Background: an optimization exercise with open tools, aiming at small area and a short achievable clock period. Do not read the settings as production practice. At most, simulation tests tie the RTL to the original design; equivalence was not proved. Only the layout flow was run in runs 2 to 5; the RTL was not checked for function there. Power is estimated from default activity; no workload was simulated.

==> flow/run.sh <==
#!/bin/bash
# synth_recipe.tcl (not shown) runs the flow's synth.tcl, then flattens the netlist and writes it again
# the make line also repeats each setting of config.mk as NAME=value (left out here)
make -C /OpenROAD-flow-scripts/flow DESIGN_CONFIG=/design/flow/config.mk WORK_HOME=/design/flow/orfs CLKGATE_MAP_FILE= SYNTH_SCRIPT=/design/flow/synth_recipe.tcl finish
==> flow/config.mk <==
export PLATFORM = sky130hd
export DESIGN_NAME = txController
export DESIGN_NICKNAME = txController
export VERILOG_FILES = /design/flow/design.v
export SDC_FILE = /design/flow/constraint.sdc
export NUM_CORES = 4
export LEC_CHECK = 0
export CAP_MARGIN = 20
export CORE_MARGIN = 2
export CORE_UTILIZATION = 40
export SETUP_SLACK_MARGIN = 4.2
export SLEW_MARGIN = 20
==> flow/constraint.sdc <==
create_clock -name core_clock -period 7.0 [get_ports {txCLK}]
set_input_delay 1.4000 -clock core_clock [delete_from_list [all_inputs] [get_ports {txCLK}]]
set_output_delay 1.4000 -clock core_clock [all_outputs]
set_load 0.01 [all_outputs]
==> flow/design.v <==
`default_nettype none
package txProgramPkg;
	typedef logic [15:0] progAddrT;   
	typedef logic [3:0]  loopIdxT;    
	typedef logic [31:0] stepTimeT;   
	typedef logic [31:0] ctrlWordT;   
	typedef logic [15:0] pinWordT;    
	typedef logic [7:0]  channelMaskT;
	typedef logic [15:0] loopCountT;
	localparam int finishedBit     = 31;
	localparam int armInterruptBit = 30;
	localparam int waitTrigBit     = 29;
	localparam int loopEndBit      = 28;
	localparam int dmaRequestBit   = 27;
	localparam int dmaStartBit     = 26;
	localparam int beginAcqBit     = 25;
	localparam int activeBit       = 24;
	typedef struct packed
	{
		logic finished;       
		logic armInterrupt;   
		logic waitTrig;       
		logic loopEnd;        
		logic dmaRequest;
		logic dmaStart;       
		logic beginAcq;       
		logic active;         
	} ctrlFlagsT;
	typedef struct packed
	{
		ctrlFlagsT flags;
		pinWordT   pins;
		stepTimeT  duration;
	} stepT;
	typedef struct packed
	{
		progAddrT  startAddr;
		progAddrT  endAddr;
		loopCountT count;   
	} loopDescT;
endpackage
`default_nettype wire
`default_nettype none
package txSeqPkg;
	typedef enum logic [3:0]
	{
		seqIdle      = 4'd0,
		seqWaitTrig  = 4'd1,
		seqRunning   = 4'd2,
		seqLoadLoops = 4'd6,
		seqDone      = 4'd15
	} seqStateT;
	typedef struct packed
	{
		logic [15:0]           pins;
		logic                  adcTrig;   
		logic                  dmaReq;    
		logic [7:0]            leds;      
	} txOutT;
endpackage
`default_nettype wire
`timescale 1ns/1ps
`default_nettype none
module txController
#(
	parameter int loopDepth = 16
)
(
	input  wire                            txCLK,
	input  wire                            arstN,
	input  wire                            run,
	input  wire                            extTrig,
	input  wire txProgramPkg::channelMaskT userChannelMask,
	input  wire                            adcTriggerAck,
	input  wire txProgramPkg::ctrlWordT    outputControlReg,
	input  wire txProgramPkg::stepTimeT    timingReg,
	input  wire [31:0]                     loopAddressReg,
	input  wire [31:0]                     loopCounterReg,
	output txProgramPkg::progAddrT         readAddr,
	output txProgramPkg::loopIdxT          loopReadAddr,
	output txSeqPkg::txOutT                txOut
);
	function automatic logic [15:0] inc16(input logic [15:0] a);
		for (int i = 0; i < 16; i++)
			inc16[i] = a[i] ^ ((a & ((16'd1 << i) - 16'd1)) == ((16'd1 << i) - 16'd1));
	endfunction
	function automatic logic [15:0] dec16(input logic [15:0] a);
		for (int i = 0; i < 16; i++)
			dec16[i] = a[i] ^ ((a & ((16'd1 << i) - 16'd1)) == 16'd0);
	endfunction
	function automatic logic [31:0] dec32(input logic [31:0] a);
		for (int i = 0; i < 32; i++)
			dec32[i] = a[i] ^ ((a & ((32'd1 << i) - 32'd1)) == 32'd0);
	endfunction
	logic [3:0] state;
	logic       isIdle, isWait, isRun, isLoad, isDone;
	assign isDone = state[3];
	assign isLoad = state[2] & ~state[3];
	assign isRun  = state[1] & ~state[2];
	assign isWait = state[0] & ~state[3];
	assign isIdle = ~state[1] & ~state[0];
	logic [15:0] pins;         
	logic        fFinished, fWaitTrig, fLoopEnd, fDmaRequest, fBeginAcq;
	logic [31:0] remain;       
	logic        stepEnd;      
	logic        notFirst;     
	logic        loadDone;
	logic        takeWord;
	logic        advance;
	logic        stepStart;
	assign advance   = stepEnd;
	assign loadDone  = isLoad & (loopReadAddr == 4'(loopDepth - 1));
	assign takeWord  = loadDone | advance;
	assign stepStart = isRun & ~notFirst;
	localparam int last = loopDepth - 1;
	logic [15:0] descStart [loopDepth];
	logic [15:0] descEnd   [loopDepth];
	logic [15:0] descCount [loopDepth];
	logic [15:0] remCount  [loopDepth];
	logic [loopDepth-1:0] shadowed;
	logic [loopDepth-1:0] grant;       
	logic [loopDepth-1:0] gt1;         
	logic [loopDepth-1:0] matchA, matchB, loaded, write, grantNext;
	logic        gt1New;
	logic [15:0] nextAddr;             
	logic [15:0] startSel, remSel, countSel, remNew;
	logic        repeatSel;
	logic        repeatLoop;
	logic        jump;
	logic        shadowIn;
	logic        loading;              
	logic [3:0]  loadIdx;              
	always_comb
	begin
		startSel  = '0;
		remSel    = '0;
		countSel  = '0;
		repeatSel = 1'b0;
		for (int k = 0; k < loopDepth; k++)
		begin
			startSel  = startSel  | (descStart[k] & {16{grant[k]}});
			remSel    = remSel    | (remCount[k]  & {16{grant[k]}});
			countSel  = countSel  | (descCount[k] & {16{grant[k]}});
			repeatSel = repeatSel | (grant[k] & gt1[k]);
		end
	end
	assign repeatLoop = fLoopEnd & repeatSel;
	assign jump       = advance & repeatLoop;
	assign remNew     = repeatSel ? dec16(remSel) : countSel;
	assign gt1New     = repeatSel ? (|remSel[15:2] | &remSel[1:0]) : |countSel[15:1];
	assign write      = grant & {loopDepth{advance & fLoopEnd}};
	always_comb
	begin
		for (int k = 0; k < loopDepth; k++)
		begin
			matchA[k]    = (descEnd[k] == nextAddr);
			matchB[k]    = (descEnd[k] == startSel);
			grantNext[k] = !advance ? grant[k] : ~shadowed[k] & (jump ? matchB[k] : matchA[k]);
			loaded[k]    = (k != last) && (5'(k) + {1'b0, loadIdx} >= 5'(last));
		end
	end
	assign shadowIn = |(matchA & loaded);
	always_ff @(posedge txCLK)
	begin
		loading <= isLoad;
		loadIdx <= loopReadAddr;
		if (isLoad)
		begin
			nextAddr <= loopAddressReg[31:16];
		end
		else if (loading)
		begin
			nextAddr <= 16'd1;
		end
		else if (advance)
		begin
			nextAddr <= jump ? inc16(startSel) : inc16(nextAddr);
		end
		for (int k = 0; k < last; k++)
		begin
			descStart[k] <= descStart[k+1];
			descEnd[k]   <= descEnd[k+1];
			descCount[k] <= descCount[k+1];
			remCount[k]  <= write[k+1] ? remNew : remCount[k+1];
			gt1[k]       <= write[k+1] ? gt1New : gt1[k+1];
			shadowed[k]  <= shadowed[k+1];
			grant[k]     <= grantNext[k+1];
		end
		shadowed[last] <= shadowed[0];
		grant[last]    <= grantNext[0];
		if (loading)
		begin
			shadowed[last-1] <= shadowIn;
			grant[last-1]    <= ~shadowIn & (nextAddr == 16'd0);
		end
		if (isLoad)
		begin
			descStart[last] <= loopAddressReg[15:0];
			descEnd[last]   <= loopAddressReg[31:16];
			descCount[last] <= loopCounterReg[15:0];
			remCount[last]  <= loopCounterReg[15:0];
			gt1[last]       <= |loopCounterReg[15:1];
		end
		else
		begin
			descStart[last] <= descStart[0];
			descEnd[last]   <= descEnd[0];
			descCount[last] <= descCount[0];
			remCount[last]  <= write[0] ? remNew : remCount[0];
			gt1[last]       <= write[0] ? gt1New : gt1[0];
		end
	end
	always_ff @(posedge txCLK)
	begin
		if (takeWord)
		begin
			pins        <= outputControlReg[15:0];
			fFinished   <= outputControlReg[txProgramPkg::finishedBit];
			fWaitTrig   <= outputControlReg[txProgramPkg::waitTrigBit];
			fLoopEnd    <= outputControlReg[txProgramPkg::loopEndBit];
			fDmaRequest <= outputControlReg[txProgramPkg::dmaRequestBit];
			fBeginAcq   <= outputControlReg[txProgramPkg::beginAcqBit];
			remain      <= timingReg;
		end
		else if (isRun)
		begin
			remain <= dec32(remain);
		end
	end
	logic [3:0] stateNext;
	logic       runNext;
	logic       zeroNext;
	always_comb
	begin
		stateNext = state;
		if (isIdle)
		begin
			if (run) stateNext = 4'd6;
		end
		else if (isLoad)
		begin
			if (loadDone) stateNext = 4'd1;
		end
		else if (isWait)
		begin
			if (extTrig) stateNext = 4'd2;
		end
		else if (isRun)
		begin
			if (advance)
			begin
				if (fFinished)      stateNext = 4'd15;
				else if (fWaitTrig) stateNext = 4'd1;
			end
		end
	end
	assign runNext  = (isWait & extTrig) | (isRun & ~(advance & (fFinished | fWaitTrig)));
	assign zeroNext = takeWord ? (timingReg == 32'd0)
	                : isRun    ? (remain == 32'd1)
	                :            (remain == 32'd0);
	always_ff @(posedge txCLK or negedge arstN)
	begin
		if (!arstN)
		begin
			state        <= 4'd0;
			stepEnd      <= 1'b0;
			notFirst     <= 1'b0;
			readAddr     <= '0;
			loopReadAddr <= '0;
			txOut        <= '0;
		end
		else
		begin
			state    <= stateNext;
			stepEnd  <= runNext & zeroNext;
			notFirst <= isRun & ~advance;
			if (isLoad)
			begin
				loopReadAddr <= loopReadAddr + 1'b1;
			end
			if (advance)
			begin
				readAddr <= jump ? startSel : nextAddr;
			end
			if (isDone)
			begin
				txOut.pins <= '0;
			end
			else if (stepStart)
			begin
				txOut.pins <= {pins[15:8], pins[7:0] & userChannelMask};
			end
			if (advance && fBeginAcq)
			begin
				txOut.adcTrig <= 1'b1;
			end
			else if (adcTriggerAck)
			begin
				txOut.adcTrig <= 1'b0;
			end
			txOut.dmaReq <= advance & fDmaRequest;
			txOut.leds   <= {4'd0, state};
		end
	end
endmodule
`default_nettype wire
==> notes.md, run 1 <==
status=complete, no violations; R2R Setup Slk=3.74 ns; post-synthesis adder-cell area fraction=1.15%; multiplexer share of the synthesized area=0.911%; maximum VDD drop=0.000299 V; Tot Pwr=25.1 mW; Startpoint Class=register; crit path DAT=3.72 ns; CTS tree=built; clk root buf=clkbuf_16; pre-CTS setup slack=2.89 ns; Cell variety after synth=70; final std cells w/o fill=5882; Final Slew Violations=0; Clock Pin Slew Worst Setup and Hold Paths=0.06 ns; Setup crit start=grant[7]; Syn Inst Count=3968; period utilization=46.5%; Global Route Usage Sum=26.6%; Inst Count DP=5340; post-synth top area share=50.6%; post-synthesis async set-or-reset flop share=4.02%; FP Rows=119; clk buf depth=3; CP Capture Type=register; Initial Util=40.4%; commonest non-fill, non-tap cell in the layout=dfxtp_1; Num CTS Buffers=118; largest net degree at the start of global routing=83; antenna violations before repair=5; vias per inst=5.65; Main synth FF type=dfxtp_1; Fin. Hold Viols=0; Avg Cell Area, Syn=10.7 µm²; setup TNS=0 ns; fraction of synthesized cell area in xor and xnor cells=11.3%; post-route worst setup slack=3.74 ns; Worst Path Required=7.46 ns; first-pass GRT wire length=215000 µm; synthesis-stage register bit count=1194; vias in the first global route=32142; most frequent cells in the layout=1057 x dfxtp_1, 546 x nand2_1, 298 x xor2_1, 255 x o21ai_0, 236 x buf_4; FF-to-FF Start=grant[7]; Post-Syn Area=42600 µm²; final setup fails=0; CTS Sinks=1194; Setup CP Type=reg2reg; PwrDens=455 nW/µm²; max-cap violation count=0; hold slack final=0.337 ns; total congestion overflow=0; clock skew=0.0312 ns; CP max stage delay=0.56 ns; first drt pass iteration count=19; largest family of logic cells by synthesized area=compound AO/OA/AOI/OAI gates; layout cells sized above 1=20.4%; compound-cell area share of the yosys netlist=14.5%; Final Wtd Congestion=0.864; reg2reg path depth=11; post-synthesis sequential area ratio=58.3%; RSZ-0062 raised after global routing=yes; Die X=330 µm; CP max stage cell=or4_4; EDFF count, synth=69; chip height=330 µm; fmax=307 MHz; CTS H-tree depth=3; leading area contributor after synthesis=dfxtp_1; final antenna-violating net count=0; DRC viols=0; Synth Warn #=5; final net count=4568; HP Class=reg2reg; Synth Area in Simple Gates=10.4%; WL per Instance=25.6 µm; Port Buffers=155; Area growth, synth to finish=29.7%; Skew-Pair Late Insertion Delay=0.73 ns; area of the die=109000 µm²; IO Pins=187; leakage power total=22.0 nW; drt total wl=150000 µm; crit path max fanout=4; Area contributors post-synth=dfxtp_1 51%, xor2_1 6.3%, xnor2_1 5.0%; min-delay src=descStart[8][4]; Post-DP HPWL=83300 µm; Core Box Area=105000 µm²; Least-Margin Pin Slew=1.15 ns; worst rel slew slack=23.3%; vias post-DR=33254; Worst setup endpoint=nextAddr[14]; fin crit period=3.26 ns; Iter 0 DRT Violations=3486; RR Endpoint=nextAddr[14]; crit-path cells=buf_6, a22o_1, a221oi_1, and4_4, buf_12, or4_4, or4_4, buf_6, or3_4, xnor2_2, o221ai_2
==> power by group <==
part           internal (mW)  total, mW  switching (mW)
Clock                   3.83       6.62            2.79
Combinational           2.51       5.64            3.13
Sequential              10.3       12.9            2.54
==> stage by stage <==
step | cell area, µm² | utilization, %
after floorplan | 43000 | -
after CTS | 53400 | 50.7
final | 55200 | 52.4
after global placement | 45500 | 43.2
after global routing | 55200 | 52.4
after detailed placement | 45500 | 43.2
==> worst max-delay path, delay by kind of cell, from the launching register on <==
kind	cells	cell delay (ns)
simple gates	4	1.64
buf+inv	3	0.41
flops	1	0.41
compound gates	3	0.32
xor+xnor	1	0.20
==> synth_stat cells (68+ instances only) <==
library cell and count:
nor4_1 70, nand2_1 556, clkbuf_1 123, nand4_1 131, xor2_1 308, a221oi_1 156, o21ai_0 334, edfxtp_1 69
a22oi_1 92, xnor2_1 242, dfxtp_1 1077, a22o_1 163, nor2_1 68
==> per-layer routing <==
layer | routed length, µm | vias to the layer above | GRT usage [%] | part of all wire, %
met5 | 0 | - | 0 | 0
met4 | 7670 | 0 | 12.3 | 5.1
met3 | 12600 | 383 | 5.22 | 8.4
met2 | 67200 | 1555 | 41.8 | 45
met1 | 62800 | 16347 | 35.4 | 42
li1 | - | 14969 | - | -
==> worst min path at each step <==
| stage | endpoint | slack (ns) | depth (start not counted) |
|---|---|---|---|
| 2_1_floorplan | descCount[0][13] | 0.33 | 0 |
| 3_3_place_gp | descCount[8][14] | 0.33 | 0 |
| 3_5_place_dp | shadowed[4] | 0.34 | 0 |
| 4_1_cts | descStart[0][15] | 0.33 | 0 |
| 5_1_grt | descCount[3][11] | 0.34 | 0 |
| 6_report | descStart[7][4] | 0.34 | 0 |
==> state kept, by name, summed over array words and instances (netlist names), 4 cells and up <==
signal / cells
descCount: 256
descEnd: 256
descStart: 256
remCount: 256
remain: 32
txOut: 22
grant: 16
gt1: 16
nextAddr: 16
pins: 16
readAddr: 16
shadowed: 16
loadIdx: 4
loopReadAddr: 4
state: 4
==> logic make-up (layout without fill, tap and decap cells) <==
| family | after synthesis | in the layout |
|---|---|---|
| AO/OA/AOI/OAI | 893 | 893 |
| XOR/XNOR | 550 | 550 |
| adder cells (fa/ha/maj) | 39 | 39 |
| buffers and inverters | 313 | 823 |
| flip-flops | 1194 | 1194 |
| multiplexers | 35 | 35 |
| other | 1 | 9 |
| AND/OR/NAND/NOR | 943 | 948 |
==> area by class of cell <==
class                      count  area, µm²
inverter                      40        173
tap                         1391       1740
clock buffer                 177       3530
antenna                        5       12.5
multi-input combinational   2469      17900
fill                        9006      50200
sequential                  1194      24900
timing repair buffer         565       6430
clock inverter                41        567
==> timing repair <==
item                                    in CTS  in global routing
pin swaps                                   70                118
gates resized for setup                    431                224
hold buffers                                 0                  0
endpoints found under the setup margin     449                344
gates cloned                                19                  6
buffers inserted                           195                 99
==> inputs of run 2 (changes only) <==
--- a/flow/design.v
+++ b/flow/design.v
@@ -80,18 +80,6 @@
 	output txProgramPkg::loopIdxT          loopReadAddr,
 	output txSeqPkg::txOutT                txOut
 );
-	function automatic logic [15:0] inc16(input logic [15:0] a);
-		for (int i = 0; i < 16; i++)
-			inc16[i] = a[i] ^ ((a & ((16'd1 << i) - 16'd1)) == ((16'd1 << i) - 16'd1));
-	endfunction
-	function automatic logic [15:0] dec16(input logic [15:0] a);
-		for (int i = 0; i < 16; i++)
-			dec16[i] = a[i] ^ ((a & ((16'd1 << i) - 16'd1)) == 16'd0);
-	endfunction
-	function automatic logic [31:0] dec32(input logic [31:0] a);
-		for (int i = 0; i < 32; i++)
-			dec32[i] = a[i] ^ ((a & ((32'd1 << i) - 32'd1)) == 32'd0);
-	endfunction
 	logic [3:0] state;
 	logic       isIdle, isWait, isRun, isLoad, isDone;
 	assign isDone = state[3];
@@ -119,17 +107,15 @@
 	logic [15:0] remCount  [loopDepth];
 	logic [loopDepth-1:0] shadowed;
 	logic [loopDepth-1:0] grant;       
-	logic [loopDepth-1:0] gt1;         
-	logic [loopDepth-1:0] matchA, matchB, loaded, write, grantNext;
-	logic        gt1New;
-	logic [15:0] nextAddr;             
+	logic [loopDepth-1:0] matchA, matchB, gt1, loaded, write, grantNext;
+	logic [15:0] addrA, addrStep;
 	logic [15:0] startSel, remSel, countSel, remNew;
 	logic        repeatSel;
 	logic        repeatLoop;
 	logic        jump;
 	logic        shadowIn;
-	logic        loading;              
-	logic [3:0]  loadIdx;              
+	assign addrStep = advance ? readAddr + 16'd1 : readAddr;
+	assign addrA    = addrStep | (loopAddressReg[31:16] & {16{isLoad}});
 	always_comb
 	begin
 		startSel  = '0;
@@ -138,6 +124,7 @@
 		repeatSel = 1'b0;
 		for (int k = 0; k < loopDepth; k++)
 		begin
+			gt1[k]    = |remCount[k][15:1];
 			startSel  = startSel  | (descStart[k] & {16{grant[k]}});
 			remSel    = remSel    | (remCount[k]  & {16{grant[k]}});
 			countSel  = countSel  | (descCount[k] & {16{grant[k]}});
@@ -146,68 +133,46 @@
 	end
 	assign repeatLoop = fLoopEnd & repeatSel;
 	assign jump       = advance & repeatLoop;
-	assign remNew     = repeatSel ? dec16(remSel) : countSel;
-	assign gt1New     = repeatSel ? (|remSel[15:2] | &remSel[1:0]) : |countSel[15:1];
+	assign remNew     = repeatSel ? remSel - 16'd1 : countSel;
 	assign write      = grant & {loopDepth{advance & fLoopEnd}};
 	always_comb
 	begin
 		for (int k = 0; k < loopDepth; k++)
 		begin
-			matchA[k]    = (descEnd[k] == nextAddr);
+			matchA[k]    = (descEnd[k] == addrA);
 			matchB[k]    = (descEnd[k] == startSel);
-			grantNext[k] = !advance ? grant[k] : ~shadowed[k] & (jump ? matchB[k] : matchA[k]);
-			loaded[k]    = (k != last) && (5'(k) + {1'b0, loadIdx} >= 5'(last));
+			grantNext[k] = ~shadowed[k] & (jump ? matchB[k] : matchA[k]);
+			loaded[k]    = (5'(k) + {1'b0, loopReadAddr}) >= 5'(loopDepth);
 		end
 	end
 	assign shadowIn = |(matchA & loaded);
 	always_ff @(posedge txCLK)
 	begin
-		loading <= isLoad;
-		loadIdx <= loopReadAddr;
-		if (isLoad)
-		begin
-			nextAddr <= loopAddressReg[31:16];
-		end
-		else if (loading)
-		begin
-			nextAddr <= 16'd1;
-		end
-		else if (advance)
-		begin
-			nextAddr <= jump ? inc16(startSel) : inc16(nextAddr);
-		end
 		for (int k = 0; k < last; k++)
 		begin
 			descStart[k] <= descStart[k+1];
 			descEnd[k]   <= descEnd[k+1];
 			descCount[k] <= descCount[k+1];
-			remCount[k]  <= write[k+1] ? remNew : remCount[k+1];
-			gt1[k]       <= write[k+1] ? gt1New : gt1[k+1];
 			shadowed[k]  <= shadowed[k+1];
 			grant[k]     <= grantNext[k+1];
-		end
-		shadowed[last] <= shadowed[0];
-		grant[last]    <= grantNext[0];
-		if (loading)
-		begin
-			shadowed[last-1] <= shadowIn;
-			grant[last-1]    <= ~shadowIn & (nextAddr == 16'd0);
-		end
+			remCount[k]  <= write[k+1] ? remNew : remCount[k+1];
+		end
+		grant[last] <= grantNext[0];
 		if (isLoad)
 		begin
 			descStart[last] <= loopAddressReg[15:0];
 			descEnd[last]   <= loopAddressReg[31:16];
 			descCount[last] <= loopCounterReg[15:0];
+			shadowed[last]  <= shadowIn;
 			remCount[last]  <= loopCounterReg[15:0];
-			gt1[last]       <= |loopCounterReg[15:1];
 		end
 		else
 		begin
 			descStart[last] <= descStart[0];
 			descEnd[last]   <= descEnd[0];
 			descCount[last] <= descCount[0];
+			shadowed[last]  <= shadowed[0];
 			remCount[last]  <= write[0] ? remNew : remCount[0];
-			gt1[last]       <= write[0] ? gt1New : gt1[0];
 		end
 	end
 	always_ff @(posedge txCLK)
@@ -224,7 +189,7 @@
 		end
 		else if (isRun)
 		begin
-			remain <= dec32(remain);
+			remain <= remain - 32'd1;
 		end
 	end
 	logic [3:0] stateNext;
@@ -280,7 +245,7 @@
 			end
 			if (advance)
 			begin
-				readAddr <= jump ? startSel : nextAddr;
+				readAddr <= repeatLoop ? startSel : addrStep;
 			end
 			if (isDone)
 			begin
--- a/flow/config.mk
+++ b/flow/config.mk
@@ -8,5 +8,4 @@
 export CAP_MARGIN = 20
 export CORE_MARGIN = 2
 export CORE_UTILIZATION = 40
-export SETUP_SLACK_MARGIN = 4.2
 export SLEW_MARGIN = 20
==> run 2 against run 1 <==
Against the previous run:
- critical path depth stayed put
- fmax decreased by 32%
- global-route usage decreased by 1.5 points
- critical path type unchanged
==> notes.md, run 2 <==
total congestion overflow=0; crit path max fanout=12; Num CTS Buffers=110; max-cap violation count=0; most frequent cells in the layout=1040 x dfxtp_1, 476 x nand2_1, 318 x o21ai_0, 309 x xor2_1, 202 x xnor2_1; area of the die=106000 µm²; synthesis-stage register bit count=1157; Port Buffers=155; largest net degree at the start of global routing=54; PwrDens=481 nW/µm²; clock skew=0.0308 ns; drt total wl=137000 µm; setup TNS=0 ns; CTS tree=built; crit-path cells=ha_1, nand4_2, xor2_1, nand2_1, xnor2_1, nand4_1, nor4_1, a221oi_2, a41oi_1, o41ai_1, a41oi_1; post-synthesis sequential area ratio=57.7%; leakage power total=18.6 nW; Avg Cell Area, Syn=10.5 µm²; vias post-DR=31886; Crit. path cell count=11; Startpoint Class=register; vias per inst=5.76; Synth Warn #=5; fin crit period=4.77 ns; post-CTS sizing=0; post-synthesis async set-or-reset flop share=4.15%; most frequent cells after synthesis=1056 x dfxtp_1, 478 x nand2_1, 319 x o21ai_0; final-layout fill cell count=9613; Core Box Area=103000 µm²; IO Pins=187; clk root buf=clkbuf_16; leading area contributor after synthesis=dfxtp_1; Reg area=24000 µm²; CP max stage delay=0.81 ns; RSZ-0062 raised after global routing=no; Final Slew Violations=0; EDFF count, synth=53; worst rel slew slack=19.1%; hold depth=0; chip height=326 µm; Crit path max-delay family=simple AND/OR/NAND/NOR gates; crit path DAT=5.38 ns; fmax=210 MHz; CTS Hold Bufs=0; Internal Dissipation=15.7 mW; Syn Inst Count=3964; status=complete, no violations; final setup fails=0; antenna violations before repair=1; DRC viols=0; maximum VDD drop=0.000281 V; Final Wtd Congestion=0.952; vias in the first global route=31001; FP Rows=118; Fin. Hold Viols=0; Cell variety after synth=79; Post-Syn Area=41500 µm²; post-synth top area share=50.9%; most frequent CP cell=a41oi_1; Initial Util=40.2%; Main synth FF type=dfxtp_1; Least-Margin Pin Slew=1.21 ns; first-pass GRT wire length=203000 µm; first drt pass iteration count=6; Global Route Usage Sum=25.1%; reg2reg path depth=11; most common cell in the netlist=dfxtp_1; CP Capture Type=register; Post-DP HPWL=88500 µm; Switch Pwr=7.61 mW; HP Class=reg2reg; Gate power share=17.6%; Ant. Diodes=0; final antenna-violating net count=0; clock share of power=27.3%; switching part of the total=32.7%; Die X=326 µm; layout cells sized above 1=8.37%; WL per Instance=24.7 µm; Setup CP Type=reg2reg; Clock Pin Slew Worst Setup and Hold Paths=0.07 ns; Area growth, synth to finish=16.6%; CTS H-tree depth=3; Setup Fix Bufs, Post-CTS=0; Worst Path Required=7.61 ns; final net count=4219; Area contributors post-synth=dfxtp_1 51%, xor2_1 6.5%, nand2_1 4.3%; CP max stage cell=nand2_1; Tot Pwr=23.3 mW; area of the multi-input gates=16500 µm²; Skew-Pair Late Insertion Delay=0.70 ns; clk buf depth=3; Iter 0 DRT Violations=3392; Sequential Power Share=55.1%; commonest non-fill, non-tap cell in the layout=dfxtp_1; CTS Sinks=1157; period utilization=68.1%; worst path bufs/invs=0
run 2: cell types whose count changed in the layout (fill, tap and decap cells not counted), sizes merged, moves of 27 or more:
cell,before,now
nor3,18,62
clkdlybuf4s50,112,154
nand2,558,479
buf,405,84
a221oi,158,119
clkbuf,183,150
nor2,68,95
nor4,70,111
a22oi,92,159
clkdlybuf4s15,35,0
nand3,16,81
a22o,164,136
xnor2,242,203
ha,39,7
run 2: layout make-up:
type | instances | area share [%]
Inverter | 27 | 0.210
Sequential cell | 1157 | 49.5
Clock buffer | 150 | 6.54
Tap cell | 1380 | 3.57
Timing Repair Buffer | 238 | 4.50
Clock inverter | 47 | 1.47
Multi-Input combinational cell | 2537 | 34.2
run 2: final timing paths:
kind                            startpoint              end  slack, ns
min reg2reg                descStart[7][3]  descStart[6][3]       0.34
min in group asynchronous            arstN  loopReadAddr[3]       0.80
max reg2reg                    readAddr[0]     shadowed[15]       2.23
min                        descStart[7][3]  descStart[6][3]       0.34
max                            readAddr[0]     shadowed[15]       2.23
max in group asynchronous            arstN      readAddr[2]       5.70
run 2: through the flow:
stage               instances  hold slack, ns  setup slack, ns  utilization (%)  instance area (µm²)
finish                   5536           0.339             2.23             46.9                48400
global route             5536           0.340             1.93             46.9                48400
CTS                      5536           0.336             2.24             46.9                48400
detailed placement       5339           0.336             1.91             43.1                44500
global placement         5336           0.332             1.97             43.1                44400
floorplan                3967           0.331             3.36                -                41500
run 2: kinds of logic (layout without fill, tap and decap cells):
group,after synthesis,after routing,share of synthesized area (%)
flops,1157,1157,57.7
simple gates,1088,1088,13.0
fa+ha+maj,7,7,0.211
other cells,1,4,0.00904
buf+inv,273,462,2.77
mux,34,34,0.883
compound gates,892,892,14.7
xor+xnor,512,512,10.8
run 2: power groups by stage:
stage	sequential, mW	combinational (mW)	clock [mW]
2_1_floorplan	11.8	2.98	0
3_3_place_gp	12.8	3.97	0
3_5_place_dp	12.8	4.03	0
4_1_cts	12.7	4.06	6.42
5_1_grt	13.1	4.54	6.72
6_report	12.8	4.09	6.36
run 2: metal layers:
layer | up-vias | GRT usage [%] | routed length (µm)
met5 | - | 0 | 0
met4 | 0 | 9.54 | 5460
met3 | 364 | 4.57 | 11300
met2 | 1583 | 39.3 | 60700
met1 | 15492 | 34.5 | 59000
li1 | 14447 | - | -
==> inputs of run 3 (changes only) <==
--- a/flow/design.v
+++ b/flow/design.v
@@ -58,6 +58,29 @@
 		logic [7:0]            leds;      
 	} txOutT;
 endpackage
+`default_nettype wire
+`default_nettype none
+module txInc16
+(
+	input  wire  [15:0] a,
+	output logic [15:0] y
+);
+	assign y = a + 16'd1;
+endmodule
+module txDec16
+(
+	input  wire  [15:0] a,
+	output logic [15:0] y
+);
+	assign y = a - 16'd1;
+endmodule
+module txDec32
+(
+	input  wire  [31:0] a,
+	output logic [31:0] y
+);
+	assign y = a - 32'd1;
+endmodule
 `default_nettype wire
 `timescale 1ns/1ps
 `default_nettype none
@@ -107,15 +130,15 @@
 	logic [15:0] remCount  [loopDepth];
 	logic [loopDepth-1:0] shadowed;
 	logic [loopDepth-1:0] grant;       
-	logic [loopDepth-1:0] matchA, matchB, gt1, loaded, write, grantNext;
-	logic [15:0] addrA, addrStep;
+	logic [loopDepth-1:0] gt1;         
+	logic [loopDepth-1:0] match, loaded, write, grantNext;
+	logic [15:0] cmpAddr;
+	logic        gt1New;
 	logic [15:0] startSel, remSel, countSel, remNew;
 	logic        repeatSel;
 	logic        repeatLoop;
 	logic        jump;
 	logic        shadowIn;
-	assign addrStep = advance ? readAddr + 16'd1 : readAddr;
-	assign addrA    = addrStep | (loopAddressReg[31:16] & {16{isLoad}});
 	always_comb
 	begin
 		startSel  = '0;
@@ -124,28 +147,31 @@
 		repeatSel = 1'b0;
 		for (int k = 0; k < loopDepth; k++)
 		begin
-			gt1[k]    = |remCount[k][15:1];
 			startSel  = startSel  | (descStart[k] & {16{grant[k]}});
 			remSel    = remSel    | (remCount[k]  & {16{grant[k]}});
 			countSel  = countSel  | (descCount[k] & {16{grant[k]}});
 			repeatSel = repeatSel | (grant[k] & gt1[k]);
 		end
 	end
+	logic [15:0] addrInc, remSelDec;
+	txInc16 incAddr_i  (.a(readAddr), .y(addrInc));
+	txDec16 decRem_i   (.a(remSel),   .y(remSelDec));
 	assign repeatLoop = fLoopEnd & repeatSel;
 	assign jump       = advance & repeatLoop;
-	assign remNew     = repeatSel ? remSel - 16'd1 : countSel;
+	assign remNew     = repeatSel ? remSelDec : countSel;
+	assign gt1New     = repeatSel ? (|remSel[15:2] | &remSel[1:0]) : |countSel[15:1];
+	assign cmpAddr    = jump ? startSel : isLoad ? loopAddressReg[31:16] : addrInc;
 	assign write      = grant & {loopDepth{advance & fLoopEnd}};
 	always_comb
 	begin
 		for (int k = 0; k < loopDepth; k++)
 		begin
-			matchA[k]    = (descEnd[k] == addrA);
-			matchB[k]    = (descEnd[k] == startSel);
-			grantNext[k] = ~shadowed[k] & (jump ? matchB[k] : matchA[k]);
+			match[k]     = (descEnd[k] == cmpAddr);
+			grantNext[k] = !advance ? grant[k] : ~shadowed[k] & match[k];
 			loaded[k]    = (5'(k) + {1'b0, loopReadAddr}) >= 5'(loopDepth);
 		end
 	end
-	assign shadowIn = |(matchA & loaded);
+	assign shadowIn = |(match & loaded);
 	always_ff @(posedge txCLK)
 	begin
 		for (int k = 0; k < last; k++)
@@ -153,26 +179,30 @@
 			descStart[k] <= descStart[k+1];
 			descEnd[k]   <= descEnd[k+1];
 			descCount[k] <= descCount[k+1];
+			remCount[k]  <= write[k+1] ? remNew : remCount[k+1];
+			gt1[k]       <= write[k+1] ? gt1New : gt1[k+1];
 			shadowed[k]  <= shadowed[k+1];
 			grant[k]     <= grantNext[k+1];
-			remCount[k]  <= write[k+1] ? remNew : remCount[k+1];
-		end
-		grant[last] <= grantNext[0];
+		end
 		if (isLoad)
 		begin
+			shadowed[last]  <= shadowIn;
+			grant[last]     <= ~shadowIn & (loopAddressReg[31:16] == 16'd0);
 			descStart[last] <= loopAddressReg[15:0];
 			descEnd[last]   <= loopAddressReg[31:16];
 			descCount[last] <= loopCounterReg[15:0];
-			shadowed[last]  <= shadowIn;
 			remCount[last]  <= loopCounterReg[15:0];
+			gt1[last]       <= |loopCounterReg[15:1];
 		end
 		else
 		begin
+			shadowed[last]  <= shadowed[0];
+			grant[last]     <= grantNext[0];
 			descStart[last] <= descStart[0];
 			descEnd[last]   <= descEnd[0];
 			descCount[last] <= descCount[0];
-			shadowed[last]  <= shadowed[0];
 			remCount[last]  <= write[0] ? remNew : remCount[0];
+			gt1[last]       <= write[0] ? gt1New : gt1[0];
 		end
 	end
 	always_ff @(posedge txCLK)
@@ -189,9 +219,11 @@
 		end
 		else if (isRun)
 		begin
-			remain <= remain - 32'd1;
-		end
-	end
+			remain <= remainDec;
+		end
+	end
+	logic [31:0] remainDec;
+	txDec32 decRemain_i (.a(remain), .y(remainDec));
 	logic [3:0] stateNext;
 	logic       runNext;
 	logic       zeroNext;
@@ -245,7 +277,7 @@
 			end
 			if (advance)
 			begin
-				readAddr <= repeatLoop ? startSel : addrStep;
+				readAddr <= jump ? startSel : addrInc;
 			end
 			if (isDone)
 			begin
--- a/flow/config.mk
+++ b/flow/config.mk
@@ -8,4 +8,6 @@
 export CAP_MARGIN = 20
 export CORE_MARGIN = 2
 export CORE_UTILIZATION = 40
+export SETUP_SLACK_MARGIN = 4.2
 export SLEW_MARGIN = 20
+export SYNTH_HIERARCHICAL = 1
==> run 3 against run 2 <==
Against the previous run:
- still clean
- first-iteration DRC count decreased by 12%
- design area increased by 8.7%
- clock-buffer cell count increased by 17
- routed wire length fell by 2.0%
- clock power rose by 1%
- die area is 5.6% lower
- area after synthesis fell by 5.7%
- total power rose by 28%
==> notes.md, run 3 <==
Post-DP HPWL=74400 µm; CP max stage delay=0.40 ns; clk buf depth=3; HP Class=reg2reg; most frequent cells in the layout=1055 x dfxtp_1, 473 x nand2_1, 260 x buf_4, 161 x xnor2_1, 149 x o21ai_2; worst rel slew slack=33.1%; Inst Count DP=4842; crit path DAT=4.13 ns; Final Wtd Congestion=0.863; DRC viols=0; Crit path max-delay family=simple AND/OR/NAND/NOR gates; final setup fails=0; total congestion overflow=0; DP Area=42200 µm²; vias in the first global route=29496; drt total wl=134000 µm; Setup CP Type=reg2reg; CTS Hold Bufs=0; most frequent cells after synthesis=1072 x dfxtp_1, 488 x nand2_1, 321 x o21ai_0; period utilization=51.0%; Iter 0 DRT Violations=2995; clk root buf=clkbuf_16; final std cells w/o fill=5440; leading area contributor after synthesis=dfxtp_1; Area growth, synth to finish=34.3%; Port Buffers=155; chip height=317 µm; Startpoint Class=register; fin util=54.3%; largest family of logic cells by synthesized area=compound AO/OA/AOI/OAI gates; post-synthesis async set-or-reset flop share=4.09%; PwrDens=565 nW/µm²; area of the die=100000 µm²; Tot Pwr=29.7 mW; Die X=317 µm; R2R Setup Slk=3.43 ns; Skew-Pair Late Insertion Delay=0.71 ns; max-cap violation count=0; fin crit period=3.57 ns; Syn Inst Count=3574; Global Route Usage Sum=25.4%; vias post-DR=30753; Post-Syn Area=39100 µm²; synthesis-stage register bit count=1173; first-pass GRT wire length=190000 µm; CTS Sinks=1173; maximum VDD drop=0.000225 V; Synth Warn #=11; leakage power total=21.2 nW; post-synthesis adder-cell area fraction=0.192%; WL per Instance=24.6 µm; final antenna-violating net count=0; post-synth top area share=54.8%; most common cell in the netlist=dfxtp_1; Post-Layout Inst Area=52600 µm²; compound-cell area share of the yosys netlist=14.7%; Internal Dissipation=18.9 mW; Sequential Power Share=40.2%; CTS tree=built; FP Rows=114; Area contributors post-synth=dfxtp_1 55%, nand2_1 4.7%, xnor2_1 4.2%; Cell variety after synth=67; CP max stage cell=dfxtp_4; clock share of power=21.7%; Num CTS Buffers=113; final-layout fill cell count=7981; Initial Util=40.4%; first drt pass iteration count=5; Worst Path Required=7.56 ns; Fin. Hold Viols=0; antenna violations before repair=5; Least-Margin Pin Slew=0.994 ns; largest net degree at the start of global routing=60; CP Capture Type=register; fraction of synthesized cell area in xor and xnor cells=7.18%; status=complete, no violations; Synth Area in Simple Gates=10.6%; clock skew=0.0453 ns; setup TNS=0 ns; Clock Pin Slew Worst Setup and Hold Paths=0.06 ns; RSZ-0062 raised after global routing=yes; EDFF count, synth=53; layout cells sized above 1=27.6%; most frequent CP cell=buf_6; Gate power share=38.1%; Avg Cell Area, Syn=11.0 µm²; crit path max fanout=6; Main synth FF type=dfxtp_1; switching part of the total=36.3%; Switch Pwr=10.8 mW; fmax=280 MHz; post-synthesis sequential area ratio=62.0%; final net count=4212; Core Box Area=96900 µm²; worst path bufs/invs=5; vias per inst=5.65; commonest non-fill, non-tap cell in the layout=dfxtp_1; multiplexer share of the synthesized area=2.45%; Final Slew Violations=0; CTS H-tree depth=3; IO Pins=187; crit-path cells=buf_16, buf_6, a22o_1, a221oi_2, and3_1, nand4_1, buf_6, nor4_4, buf_4, nand4b_1, buf_6, nor4_4, xor2_2, o21ai_4, nor2_1, a21oi_1, a21oi_1
## run 3: stage by stage
step / hold WS [ns] / setup slack (ns)
floorplan: 0.322 / 3.75
finish: 0.321 / 3.43
global route: 0.337 / 3.36
detailed placement: 0.329 / 2.00
global placement: 0.327 / 2.01
CTS: 0.328 / 3.58
## run 3: kinds of logic (layout without fill, tap and decap cells)
kind of cell / after synthesis / in the layout
AO/OA/AOI/OAI: 831 / 833
XOR/XNOR: 320 / 320
adder cells (fa/ha/maj): 6 / 6
buffers and inverters: 279 / 859
flip-flops: 1173 / 1173
multiplexers: 87 / 88
other: 1 / 5
AND/OR/NAND/NOR: 877 / 880
## run 3: worst paths after layout
path	start	endpoint	cells after the start
max	grant[0]	remCount[15][13]	17
max in group asynchronous	arstN	state[2]	2
min reg2reg	descStart[1][15]	descStart[0][15]	0
min	descStart[1][15]	descStart[0][15]	0
max reg2reg	grant[0]	remCount[15][13]	17
min in group asynchronous	arstN	txOut[21]	2
## run 3: final cells by class
cell class / instances / area [µm²] / area share, %
Clock buffer: 167 / 3390 / 6.44
Clock inverter: 46 / 608 / 1.16
Sequential cell: 1173 / 24300 / 46.3
Timing Repair inverter: 1 / 7.51 / 0.0143
Antenna cell: 1 / 2.50 / 0.00476
Inverter: 52 / 199 / 0.378
Multi-Input combinational cell: 2131 / 16200 / 30.8
Timing Repair Buffer: 593 / 6240 / 11.9
Tap cell: 1276 / 1600 / 3.04
## run 3: Yosys stat by module, one instance, submodules excluded
module / cells inside / flops+latches
txController: 3399 / 1173
txDec32: 93 / 0
txInc16: 42 / 0
txDec16: 40 / 0
## run 3: power groups by stage
stage | sequential (mW) | combinational (mW) | clock (mW)
floorplan | 11.2 | 4.73 | 0
global placement | 12.0 | 6.50 | 0
detailed placement | 12.0 | 6.53 | 0
CTS | 11.8 | 9.41 | 6.52
global route | 12.2 | 11.9 | 6.79
finish | 12.0 | 11.3 | 6.45
## run 3: timing repair
item | 4_1_cts | 5_1_grt
setup endpoints to repair | 391 | 309
buffers inserted | 236 | 118
resized for setup | 536 | 429
cloned | 23 | 7
pin swaps | 136 | 197
## run 3: layer usage
metal | GRT usage, % | up-vias | share of wire [%]
met5 | 0 | - | 0.039
met4 | 9.55 | 8 | 4.1
met3 | 4.33 | 392 | 7.6
met2 | 41.2 | 1353 | 46
met1 | 34.0 | 15208 | 42
li1 | - | 13792 | -
==> inputs of run 4 (changes only) <==
--- a/flow/design.v
+++ b/flow/design.v
@@ -130,12 +130,17 @@
 	logic [15:0] remCount  [loopDepth];
 	logic [loopDepth-1:0] shadowed;
 	logic [loopDepth-1:0] grant;       
+	logic [loopDepth-1:0] grantW;      
+	logic [loopDepth-1:0] grantWNext;
+	logic        loading;              
+	logic        shadowLast;           
 	logic [loopDepth-1:0] gt1;         
 	logic [loopDepth-1:0] match, loaded, write, grantNext;
 	logic [15:0] cmpAddr;
 	logic        gt1New;
 	logic [15:0] startSel, remSel, countSel, remNew;
 	logic        repeatSel;
+	logic        repeatW;
 	logic        repeatLoop;
 	logic        jump;
 	logic        shadowIn;
@@ -148,8 +153,8 @@
 		for (int k = 0; k < loopDepth; k++)
 		begin
 			startSel  = startSel  | (descStart[k] & {16{grant[k]}});
-			remSel    = remSel    | (remCount[k]  & {16{grant[k]}});
-			countSel  = countSel  | (descCount[k] & {16{grant[k]}});
+			remSel    = remSel    | (remCount[k]  & {16{grantW[k]}});
+			countSel  = countSel  | (descCount[k] & {16{grantW[k]}});
 			repeatSel = repeatSel | (grant[k] & gt1[k]);
 		end
 	end
@@ -158,16 +163,18 @@
 	txDec16 decRem_i   (.a(remSel),   .y(remSelDec));
 	assign repeatLoop = fLoopEnd & repeatSel;
 	assign jump       = advance & repeatLoop;
-	assign remNew     = repeatSel ? remSelDec : countSel;
-	assign gt1New     = repeatSel ? (|remSel[15:2] | &remSel[1:0]) : |countSel[15:1];
+	assign repeatW    = |(grantW & gt1);
+	assign remNew     = repeatW ? remSelDec : countSel;
+	assign gt1New     = repeatW ? (|remSel[15:2] | &remSel[1:0]) : |countSel[15:1];
 	assign cmpAddr    = jump ? startSel : isLoad ? loopAddressReg[31:16] : addrInc;
-	assign write      = grant & {loopDepth{advance & fLoopEnd}};
+	assign write      = grantW & {loopDepth{advance & fLoopEnd}};
 	always_comb
 	begin
 		for (int k = 0; k < loopDepth; k++)
 		begin
 			match[k]     = (descEnd[k] == cmpAddr);
-			grantNext[k] = !advance ? grant[k] : ~shadowed[k] & match[k];
+			grantNext[k]  = !advance ? grant[k]  : ~shadowed[k] & match[k];
+			grantWNext[k] = !advance ? grantW[k] : ~shadowed[k] & match[k];
 			loaded[k]    = (5'(k) + {1'b0, loopReadAddr}) >= 5'(loopDepth);
 		end
 	end
@@ -183,11 +190,21 @@
 			gt1[k]       <= write[k+1] ? gt1New : gt1[k+1];
 			shadowed[k]  <= shadowed[k+1];
 			grant[k]     <= grantNext[k+1];
+			grantW[k]    <= grantWNext[k+1];
+		end
+		shadowed[last] <= shadowed[0];
+		grant[last]    <= grantNext[0];
+		grantW[last]   <= grantWNext[0];
+		loading    <= isLoad;
+		shadowLast <= shadowIn;
+		if (loading)
+		begin
+			shadowed[last-1] <= shadowLast;
+			grant[last-1]    <= ~shadowLast & (descEnd[last] == 16'd0);
+			grantW[last-1]   <= ~shadowLast & (descEnd[last] == 16'd0);
 		end
 		if (isLoad)
 		begin
-			shadowed[last]  <= shadowIn;
-			grant[last]     <= ~shadowIn & (loopAddressReg[31:16] == 16'd0);
 			descStart[last] <= loopAddressReg[15:0];
 			descEnd[last]   <= loopAddressReg[31:16];
 			descCount[last] <= loopCounterReg[15:0];
@@ -196,8 +213,6 @@
 		end
 		else
 		begin
-			shadowed[last]  <= shadowed[0];
-			grant[last]     <= grantNext[0];
 			descStart[last] <= descStart[0];
 			descEnd[last]   <= descEnd[0];
 			descCount[last] <= descCount[0];
==> flow/flow/run.sh (new file) <==
#!/bin/bash
set -euo pipefail
bash standard.sh \
	'CTS_ARGS=-sink_clustering_enable -repair_clock_nets -dont_use_dummy_load' \
	'BUFFER_PORTS_ARGS=-buffer_cell sky130_fd_sc_hd__buf_2' \
	finish > flow_standard.log 2>&1
==> flow/standard.sh (new file) <==
#!/bin/bash
# synth_recipe.tcl (not shown) runs the flow's synth.tcl, then flattens the netlist and writes it again
# the make line also repeats each setting of config.mk as NAME=value (left out here)
make -C /OpenROAD-flow-scripts/flow DESIGN_CONFIG=/design/flow/config.mk WORK_HOME=/design/flow/orfs CLKGATE_MAP_FILE= SYNTH_SCRIPT=/design/flow/synth_recipe.tcl "${@:-finish}"
removed: flow/run.sh
==> run 4 against run 3 <==
Against the previous run:
- combinational power is 4% higher
- sequential cell count rose by 18
- largest cell class unchanged
- non-clock buffer count down 30
- via count increased by 3.9%
- highest routed layer unchanged
- synthesized cell count is 5.0% higher
- global-route usage hardly changed
- worst setup slack lost 0.20 ns
- critical endpoint is now shadowLast
- routed wire length is 1.8% higher
- clock-buffer cell count fell by 52
==> notes.md, run 4 <==
Syn Inst Count=3754; IO Pins=187; Iter 0 DRT Violations=3324; area of the multi-input gates=16900 µm²; synthesis-stage register bit count=1191; clock share of power=18.0%; switching part of the total=37.4%; commonest non-fill, non-tap cell in the layout=dfxtp_1; Least-Margin Pin Slew=1.02 ns; leading area contributor after synthesis=dfxtp_1; Synth Warn #=11; fin util=51.9%; leakage power total=21.0 nW; status=complete, no violations; Reg area=24700 µm²; largest net degree at the start of global routing=53; pre-CTS setup slack=1.87 ns; Final Wtd Congestion=0.917; period utilization=53.8%; clock skew=0.0827 ns; post-synth top area share=54.1%; crit path max fanout=7; most frequent cells in the layout=1066 x dfxtp_1, 459 x nand2_1, 230 x buf_4, 172 x a22oi_1, 159 x o21ai_0; Main synth FF type=dfxtp_1; CP Capture Type=register; layout cells sized above 1=28.3%; Area growth, synth to finish=28.7%; Initial Util=40.3%; vias post-DR=31967; Area contributors post-synth=dfxtp_1 54%, nand2_1 4.4%, o21ai_0 4.3%; Switch Pwr=11.0 mW; Fin. Hold Viols=0; DRC viols=0; first drt pass iteration count=6; Gate power share=40.4%; first-pass GRT wire length=198000 µm; Clock Pin Slew Worst Setup and Hold Paths=0.07 ns; max-cap violation count=0; final setup fails=0; clk buf depth=3; Post-Syn Area=40300 µm²; post-route worst setup slack=3.23 ns; final net count=4334; HP Class=reg2reg; total congestion overflow=0; post-synthesis sequential area ratio=61.0%; WL per Instance=24.8 µm; Avg Cell Area, Syn=10.7 µm²; final-layout fill cell count=8502; fmax=265 MHz; CTS Sinks=1191; Skew-Pair Late Insertion Delay=0.72 ns; drt total wl=136000 µm; most frequent cells after synthesis=1090 x dfxtp_1, 478 x nand2_1, 345 x o21ai_0; EDFF count, synth=53; Final Slew Violations=0; post-synthesis async set-or-reset flop share=4.03%; CTS tree=built; vias in the first global route=30622; fin crit period=3.77 ns; worst rel slew slack=31.5%; Die X=321 µm; Setup CP Type=reg2reg; crit path DAT=4.35 ns; area of the die=103000 µm²; Post-DP HPWL=79200 µm; antenna violations before repair=5; maximum VDD drop=0.000279 V; Num CTS Buffers=115; setup TNS=0 ns; final antenna-violating net count=0; clk root buf=clkbuf_16; Internal Dissipation=18.3 mW; chip height=321 µm; Sequential Power Share=41.6%; Global Route Usage Sum=25.4%; CTS H-tree depth=3; CTS Hold Bufs=0; Startpoint Class=register; Worst Path Required=7.58 ns; most common cell in the netlist=dfxtp_1; Cell variety after synth=72; PwrDens=564 nW/µm²; Core Box Area=100000 µm²; vias per inst=5.83; RSZ-0062 raised after global routing=yes; FP Rows=116; Port Buffers=155
-- run 4: path summary, 6_finish.rpt --
kind | slack [ns] | cells after the start | endpoint | start
max reg2reg | 3.23 | 15 | shadowLast | grant[1]
min | 0.30 | 0 | descStart[0][1] | descStart[1][1]
min reg2reg | 0.30 | 0 | descStart[0][1] | descStart[1][1]
max | 3.23 | 15 | shadowLast | grant[1]
min in group asynchronous | 0.84 | 2 | txOut[16] | arstN
max in group asynchronous | 5.50 | 2 | loopReadAddr[2] | arstN
-- run 4: worst max-delay path, cell delays in order (launching register included) --
cell,delay (ns)
dfxtp_2,0.33
buf_12,0.12
a22oi_2,0.21
nand2_2,0.11
buf_12,0.15
or4_4,0.57
buf_6,0.16
and3_4,0.17
a21oi_4,0.20
buf_12,0.18
xor2_1,0.32
nor4_4,0.08
a31o_4,0.24
a22oi_2,0.14
o2111ai_1,0.12
or4b_1,0.52
-- run 4: area by class of cell --
cell class,instances,share of cell area (%)
multi-input combinational,2264,32.5
clock buffer,115,5.54
timing repair buffer,563,10.8
sequential,1191,47.6
timing repair inverter,1,0.0145
inverter,51,0.386
antenna,1,0.00482
tap,1298,3.13
-- run 4: cell families (layout without fill, tap and decap cells) --
kind of cell             count (synthesis)  after routing  synth area share (%)
XOR/XNOR                               254            254                  5.54
AO/OA/AOI/OAI                          919            920                  15.6
buffers and inverters                  307            730                  3.17
adder cells (fa/ha/maj)                  6              6                 0.186
AND/OR/NAND/NOR                       1012           1016                  12.7
other                                    1              5               0.00930
multiplexers                            64             64                  1.74
flip-flops                            1191           1191                  61.0
-- run 4: metal layers --
layer | share of wire, % | vias up | GRT usage, %
met2 | 44 | 1582 | 39.4
met5 | 0.030 | - | 0
met1 | 43 | 15626 | 34.8
li1 | - | 14388 | -
met3 | 8.7 | 365 | 4.80
met4 | 4.3 | 6 | 10.3
-- run 4: modules after synthesis, one instance, submodules excluded --
| module | area [µm²] | cells inside | flip-flops and latches |
|---|---|---|---|
| txInc16 | 319 | 41 | 0 |
| txController | 39100 | 3580 | 1191 |
| txDec32 | 658 | 93 | 0 |
| txDec16 | 270 | 40 | 0 |
-- run 4: per-stage QoR --
step / area (µm²) / hold WS [ns] / cells / power (mW)
4_1_cts: 50200 / 0.291 / 5405 / 27.5
3_5_place_dp: 42500 / 0.329 / 5029 / 18.8
3_3_place_gp: 42500 / 0.326 / 5029 / 18.8
5_1_grt: 51900 / 0.297 / 5483 / 30.5
2_1_floorplan: 40600 / 0.322 / 3757 / 16.1
6_report: 51900 / 0.299 / 5484 / 29.3
-- run 4: power groups by stage --
stage	clock network [mW]	logic, mW	registers (mW)
2_1_floorplan	0	4.80	11.3
3_3_place_gp	0	6.51	12.3
3_5_place_dp	0	6.56	12.3
4_1_cts	5.33	10.0	12.1
5_1_grt	5.60	12.4	12.5
6_report	5.26	11.8	12.2
-- run 4: what timing repair did --
item	4_1_cts	5_1_grt
cloned	24	3
setup endpoints to repair	376	292
buffers inserted	237	75
pin swaps	176	187
gates resized for setup	523	319
==> inputs of run 5 (changes only) <==
--- a/flow/design.v
+++ b/flow/design.v
@@ -128,73 +128,87 @@
 	logic [15:0] descEnd   [loopDepth];
 	logic [15:0] descCount [loopDepth];
 	logic [15:0] remCount  [loopDepth];
+	logic [loopDepth-1:0] gt1;         
 	logic [loopDepth-1:0] shadowed;
 	logic [loopDepth-1:0] grant;       
 	logic [loopDepth-1:0] grantW;      
-	logic [loopDepth-1:0] grantWNext;
-	logic        loading;              
-	logic        shadowLast;           
-	logic [loopDepth-1:0] gt1;         
-	logic [loopDepth-1:0] match, loaded, write, grantNext;
-	logic [15:0] cmpAddr;
-	logic        gt1New;
-	logic [15:0] startSel, remSel, countSel, remNew;
-	logic        repeatSel;
-	logic        repeatW;
+	logic [loopDepth-1:0] matchA, matchB, loaded, write, gt1Eff, grantNext, grantWNext;
+	logic [loopDepth-1:0] pendSlot;    
+	logic [15:0] pendValue;            
+	logic        pendDec;              
+	logic [15:0] pendNew;
+	logic        pendGt1;
+	logic        pendSame;
+	logic [15:0] addrInc, cmpAddrA;
+	logic [15:0] startSel, remSel, countSel, remEff;
+	logic        repeatSel, repeatW;
 	logic        repeatLoop;
 	logic        jump;
+	logic        loopStep;             
 	logic        shadowIn;
+	logic        loading;              
+	logic        shadowLast;           
+	txInc16 incAddr_i (.a(readAddr), .y(addrInc));
+	logic [15:0] pendDecValue;
+	txDec16 decPend_i (.a(pendValue), .y(pendDecValue));
+	assign pendNew  = pendDec ? pendDecValue : pendValue;
+	assign pendGt1  = pendDec ? (|pendValue[15:2] | &pendValue[1:0]) : |pendValue[15:1];
+	assign pendSame = |(pendSlot & grantW);
+	assign gt1Eff   = (gt1 & ~pendSlot) | (pendSlot & {loopDepth{pendGt1}});
 	always_comb
 	begin
 		startSel  = '0;
 		remSel    = '0;
 		countSel  = '0;
 		repeatSel = 1'b0;
+		repeatW   = 1'b0;
 		for (int k = 0; k < loopDepth; k++)
 		begin
 			startSel  = startSel  | (descStart[k] & {16{grant[k]}});
 			remSel    = remSel    | (remCount[k]  & {16{grantW[k]}});
 			countSel  = countSel  | (descCount[k] & {16{grantW[k]}});
-			repeatSel = repeatSel | (grant[k] & gt1[k]);
+			repeatSel = repeatSel | (grant[k]  & gt1Eff[k]);
+			repeatW   = repeatW   | (grantW[k] & gt1Eff[k]);
 		end
 	end
-	logic [15:0] addrInc, remSelDec;
-	txInc16 incAddr_i  (.a(readAddr), .y(addrInc));
-	txDec16 decRem_i   (.a(remSel),   .y(remSelDec));
+	assign remEff     = pendSame ? pendNew : remSel;
+	assign loopStep   = advance & fLoopEnd;
 	assign repeatLoop = fLoopEnd & repeatSel;
 	assign jump       = advance & repeatLoop;
-	assign repeatW    = |(grantW & gt1);
-	assign remNew     = repeatW ? remSelDec : countSel;
-	assign gt1New     = repeatW ? (|remSel[15:2] | &remSel[1:0]) : |countSel[15:1];
-	assign cmpAddr    = jump ? startSel : isLoad ? loopAddressReg[31:16] : addrInc;
-	assign write      = grantW & {loopDepth{advance & fLoopEnd}};
+	assign write      = grantW & {loopDepth{loopStep}};
+	assign cmpAddrA   = isLoad ? loopAddressReg[31:16] : addrInc;
 	always_comb
 	begin
 		for (int k = 0; k < loopDepth; k++)
 		begin
-			match[k]     = (descEnd[k] == cmpAddr);
-			grantNext[k]  = !advance ? grant[k]  : ~shadowed[k] & match[k];
-			grantWNext[k] = !advance ? grantW[k] : ~shadowed[k] & match[k];
-			loaded[k]    = (5'(k) + {1'b0, loopReadAddr}) >= 5'(loopDepth);
+			matchA[k]     = (descEnd[k] == cmpAddrA);
+			matchB[k]     = (descEnd[k] == startSel);
+			grantNext[k]  = !advance ? grant[k]  : ~shadowed[k] & (jump ? matchB[k] : matchA[k]);
+			grantWNext[k] = !advance ? grantW[k] : ~shadowed[k] & (jump ? matchB[k] : matchA[k]);
+			loaded[k]     = (5'(k) + {1'b0, loopReadAddr}) >= 5'(loopDepth);
 		end
 	end
-	assign shadowIn = |(match & loaded);
+	assign shadowIn = |(matchA & loaded);
 	always_ff @(posedge txCLK)
 	begin
+		pendDec   <= repeatW;
+		pendValue <= repeatW ? remEff : countSel;
 		for (int k = 0; k < last; k++)
 		begin
 			descStart[k] <= descStart[k+1];
 			descEnd[k]   <= descEnd[k+1];
 			descCount[k] <= descCount[k+1];
-			remCount[k]  <= write[k+1] ? remNew : remCount[k+1];
-			gt1[k]       <= write[k+1] ? gt1New : gt1[k+1];
+			remCount[k]  <= pendSlot[k+1] ? pendNew : remCount[k+1];
+			gt1[k]       <= pendSlot[k+1] ? pendGt1 : gt1[k+1];
 			shadowed[k]  <= shadowed[k+1];
 			grant[k]     <= grantNext[k+1];
 			grantW[k]    <= grantWNext[k+1];
+			pendSlot[k]  <= write[k+1];
 		end
 		shadowed[last] <= shadowed[0];
 		grant[last]    <= grantNext[0];
 		grantW[last]   <= grantWNext[0];
+		pendSlot[last] <= write[0];
 		loading    <= isLoad;
 		shadowLast <= shadowIn;
 		if (loading)
@@ -216,8 +230,8 @@
 			descStart[last] <= descStart[0];
 			descEnd[last]   <= descEnd[0];
 			descCount[last] <= descCount[0];
-			remCount[last]  <= write[0] ? remNew : remCount[0];
-			gt1[last]       <= write[0] ? gt1New : gt1[0];
+			remCount[last]  <= pendSlot[0] ? pendNew : remCount[0];
+			gt1[last]       <= pendSlot[0] ? pendGt1 : gt1[0];
 		end
 	end
 	always_ff @(posedge txCLK)
@@ -292,7 +306,7 @@
 			end
 			if (advance)
 			begin
-				readAddr <= jump ? startSel : addrInc;
+				readAddr <= repeatLoop ? startSel : addrInc;
 			end
 			if (isDone)
 			begin
==> flow/run.sh (new file) <==
#!/bin/bash
# synth_recipe.tcl (not shown) runs the flow's synth.tcl, then flattens the netlist and writes it again
# the make line also repeats each setting of config.mk as NAME=value (left out here)
make -C /OpenROAD-flow-scripts/flow DESIGN_CONFIG=/design/flow/config.mk WORK_HOME=/design/flow/orfs CLKGATE_MAP_FILE= SYNTH_SCRIPT=/design/flow/synth_recipe.tcl finish
--- a/flow/config.mk
+++ b/flow/config.mk
@@ -11,3 +11,4 @@
 export SETUP_SLACK_MARGIN = 4.2
 export SLEW_MARGIN = 20
 export SYNTH_HIERARCHICAL = 1
+export TNS_END_PERCENT = 0
removed: flow/flow/run.sh
removed: flow/standard.sh
==> run 5 against run 4 <==
Against the previous run:
- synthesized cell count grew 16%
- sequential power hardly changed
- register-to-register slack gained 0.35 ns
- critical endpoint unchanged
- largest cell class unchanged
- largest power group unchanged
- highest routed layer unchanged
==> notes.md, run 5 <==
most frequent cells after synthesis=1123 x dfxtp_1, 360 x xnor2_1, 334 x nor2_1; Die X=342 µm; Area growth, synth to finish=21.0%; worst rel slew slack=27.8%; Post-Layout Inst Area=55200 µm²; fin util=49.0%; post-synth top area share=49.3%; Area contributors post-synth=dfxtp_1 49%, xnor2_1 6.9%, xor2_1 3.7%; antenna violations before repair=3; clk buf depth=3; drt total wl=165000 µm; EDFF count, synth=53; period utilization=49.4%; Skew-Pair Late Insertion Delay=0.75 ns; leakage power total=21.5 nW; vias in the first global route=36089; DRC viols=0; worst path bufs/invs=2; first drt pass iteration count=6; most common cell in the netlist=dfxtp_1; clk root buf=clkbuf_16; pre-CTS setup slack=2.15 ns; Inst Count DP=5831; most frequent cells in the layout=1104 x dfxtp_1, 355 x xnor2_1, 330 x nor2_1, 292 x a21oi_1, 222 x buf_4; Post-Syn Area=45600 µm²; largest net degree at the start of global routing=58; FP Rows=123; maximum VDD drop=0.000298 V; Final Wtd Congestion=0.968; most frequent CP cell=nand3_1; commonest non-fill, non-tap cell in the layout=dfxtp_1; Fin. Hold Viols=0; Synth Warn #=11; Startpoint Class=input port; leading area contributor after synthesis=dfxtp_1; Main synth FF type=dfxtp_1; crit path DAT=4.04 ns; final-layout fill cell count=10164; post-synthesis sequential area ratio=55.4%; Num CTS Buffers=120; hold slack final=0.303 ns; Core Box Area=113000 µm²; post-route worst setup slack=3.54 ns; Syn Inst Count=4368; vias post-DR=36778; max-cap violation count=0; final std cells w/o fill=6213; DP Area=48800 µm²; WL per Instance=26.6 µm; area of the die=117000 µm²; fmax=289 MHz; Least-Margin Pin Slew=1.08 ns; first-pass GRT wire length=240000 µm; Crit path max-delay family=compound AO/OA/AOI/OAI gates; synthesis-stage register bit count=1224; Iter 0 DRT Violations=4416; CTS H-tree depth=3; CTS Hold Bufs=0; Cell variety after synth=86; status=complete, no violations; final antenna-violating net count=0; final net count=4759; Avg Cell Area, Syn=10.4 µm²; setup TNS=0 ns; RSZ-0062 raised after global routing=yes; post-synthesis async set-or-reset flop share=3.92%; CP Capture Type=register; vias per inst=5.92; HP Class=reg2reg; CP max stage cell=clkdlybuf4s15_2; crit-path cells=clkdlybuf4s15_2, inv_1, o22ai_1, a2111oi_0, o2111a_1, o2111ai_4, nand3_1, a2111oi_4, nand3_1, a2111o_1; Setup CP Type=in2reg; clock skew=0.0682 ns; Global Route Usage Sum=27.5%; CTS Sinks=1224; Clock Pin Slew Worst Setup and Hold Paths=0.06 ns; fin crit period=3.46 ns; Tot Pwr=28.3 mW; chip height=342 µm; crit path max fanout=11; Final Slew Violations=0; layout cells sized above 1=15.2%; PwrDens=512 nW/µm²; total congestion overflow=0; Port Buffers=155; Worst Path Required=7.58 ns; CP max stage delay=0.54 ns; IO Pins=187; Post-DP HPWL=97100 µm; Initial Util=40.5%; CTS tree=built; final setup fails=0
## run 5: cell types whose count changed after synthesis, sizes merged, moves of 70 or more
| cell | delta |
|---|---|
| nand2 | -264 |
| a21oi | +263 |
| nor2 | +233 |
| o21ai | -209 |
| xor2 | +85 |
| xnor2 | +214 |
| inv | +70 |
| a22oi | -77 |
## run 5: cell families after synthesis
| family | Yosys count | synth area share [%] |
|---|---|---|
| compound gates | 1074 | 16.5 |
| xor+xnor | 553 | 10.6 |
| fa+ha+maj | 6 | 0.164 |
| buf+inv | 439 | 3.98 |
| flops | 1224 | 55.4 |
| mux | 116 | 2.92 |
| other cells | 1 | 0.00822 |
| simple gates | 955 | 10.4 |
## run 5: timing repair
| item | 4_1_cts | 5_1_grt |
|---|---|---|
| pin swaps | 39 | 7 |
| buffers inserted | 151 | 4 |
| endpoints found under the setup margin | 231 | 184 |
| cloned | 4 | 0 |
| resized for setup | 211 | 8 |
## run 5: routing by layer
| layer | wire [µm] | track usage (%) | part of all wire, % | vias up |
|---|---|---|---|---|
| met5 | 12 | 0 | 0.0073 | - |
| met4 | 9820 | 14.9 | 5.9 | 2 |
| met3 | 17400 | 6.63 | 11 | 619 |
| met2 | 71400 | 41.8 | 43 | 2126 |
| met1 | 66400 | 36.0 | 40 | 17835 |
| li1 | - | - | - | 16196 |
## run 5: Yosys stat by module (local to each module, per instance)
module,cells inside,area (µm²),times used,flip-flops and latches
txController,4193,44400,1,1224
txDec16,40,270,1,0
txDec32,93,658,1,0
txInc16,42,283,1,0
## run 5: final timing paths
check / start / to / slack [ns] / cells past startpoint
max: loopAddressReg[29] / shadowLast / 3.54 / 10
min: descCount[8][4] / descCount[7][4] / 0.30 / 0
max reg2reg: readAddr[1] / grantW[7] / 3.58 / 15
min reg2reg: descCount[8][4] / descCount[7][4] / 0.30 / 0
max in group asynchronous: arstN / loopReadAddr[3] / 5.70 / 2
min in group asynchronous: arstN / readAddr[0] / 0.79 / 2
## run 5: cell type report
class | instances | area [µm²] | share of cell area [%]
multi-input combinational | 2710 | 19300 | 34.9
sequential | 1224 | 25300 | 45.8
clock buffer | 170 | 3500 | 6.33
antenna | 2 | 5.00 | 0.00906
timing repair inverter | 1 | 5.00 | 0.00906
inverter | 124 | 546 | 0.987
clock inverter | 51 | 628 | 1.14
timing repair buffer | 431 | 4080 | 7.39
tap | 1500 | 1880 | 3.40
## run 5: where the power goes
part	switching (mW)	internal, mW	total [mW]
registers	2.50	9.77	12.3
logic	5.44	3.93	9.37
clock network	2.85	3.82	6.67

re-timing with driven ports:
The flow's constraints put no driver on any port. The routed layouts listed below were extracted and timed again, unchanged, in two steps.
Step 1 (the two cells are an assumption about what drives the block):
set clk [get_ports {txCLK}]
set_driving_cell -lib_cell sky130_fd_sc_hd__clkbuf_16 $clk
set_driving_cell -lib_cell sky130_fd_sc_hd__buf_2 [delete_from_list [all_inputs] $clk]
Step 2 moves the port delays by t, midway between the first and last clock arrival at a register: inputs arrive t later, outputs are due t later. That takes back most of the time a late clock gives input paths.
Three values: ideal, step 1, step 2; two values: the first two.
run | t (ns) | setup slack, ns | worst setup path at the end | slew at the worst register clock pin (ns) | cell pins on the clock port's net
run 1 | 0.788 | 3.743 / 3.743 / 3.595 | input to register | 0.07 / 0.07 | 1
run 2 | 0.746 | 2.231 / 2.231 / 1.809 | input to register | 0.07 / 0.07 | 1
run 3 | 0.764 | 3.433 / 3.433 / 2.758 | input to register | 0.07 / 0.07 | 1
run 4 | 0.756 | 3.231 / 3.231 / 3.080 | input to register | 0.07 / 0.07 | 1
run 5 | 0.793 | 3.539 / 3.579 / 2.794 | input to register | 0.07 / 0.07 | 1
After both steps every run listed still meets setup and hold. The setup slack of run 5, which loses most, moves by +0.040 ns with the drivers and by -0.745 ns with both steps.
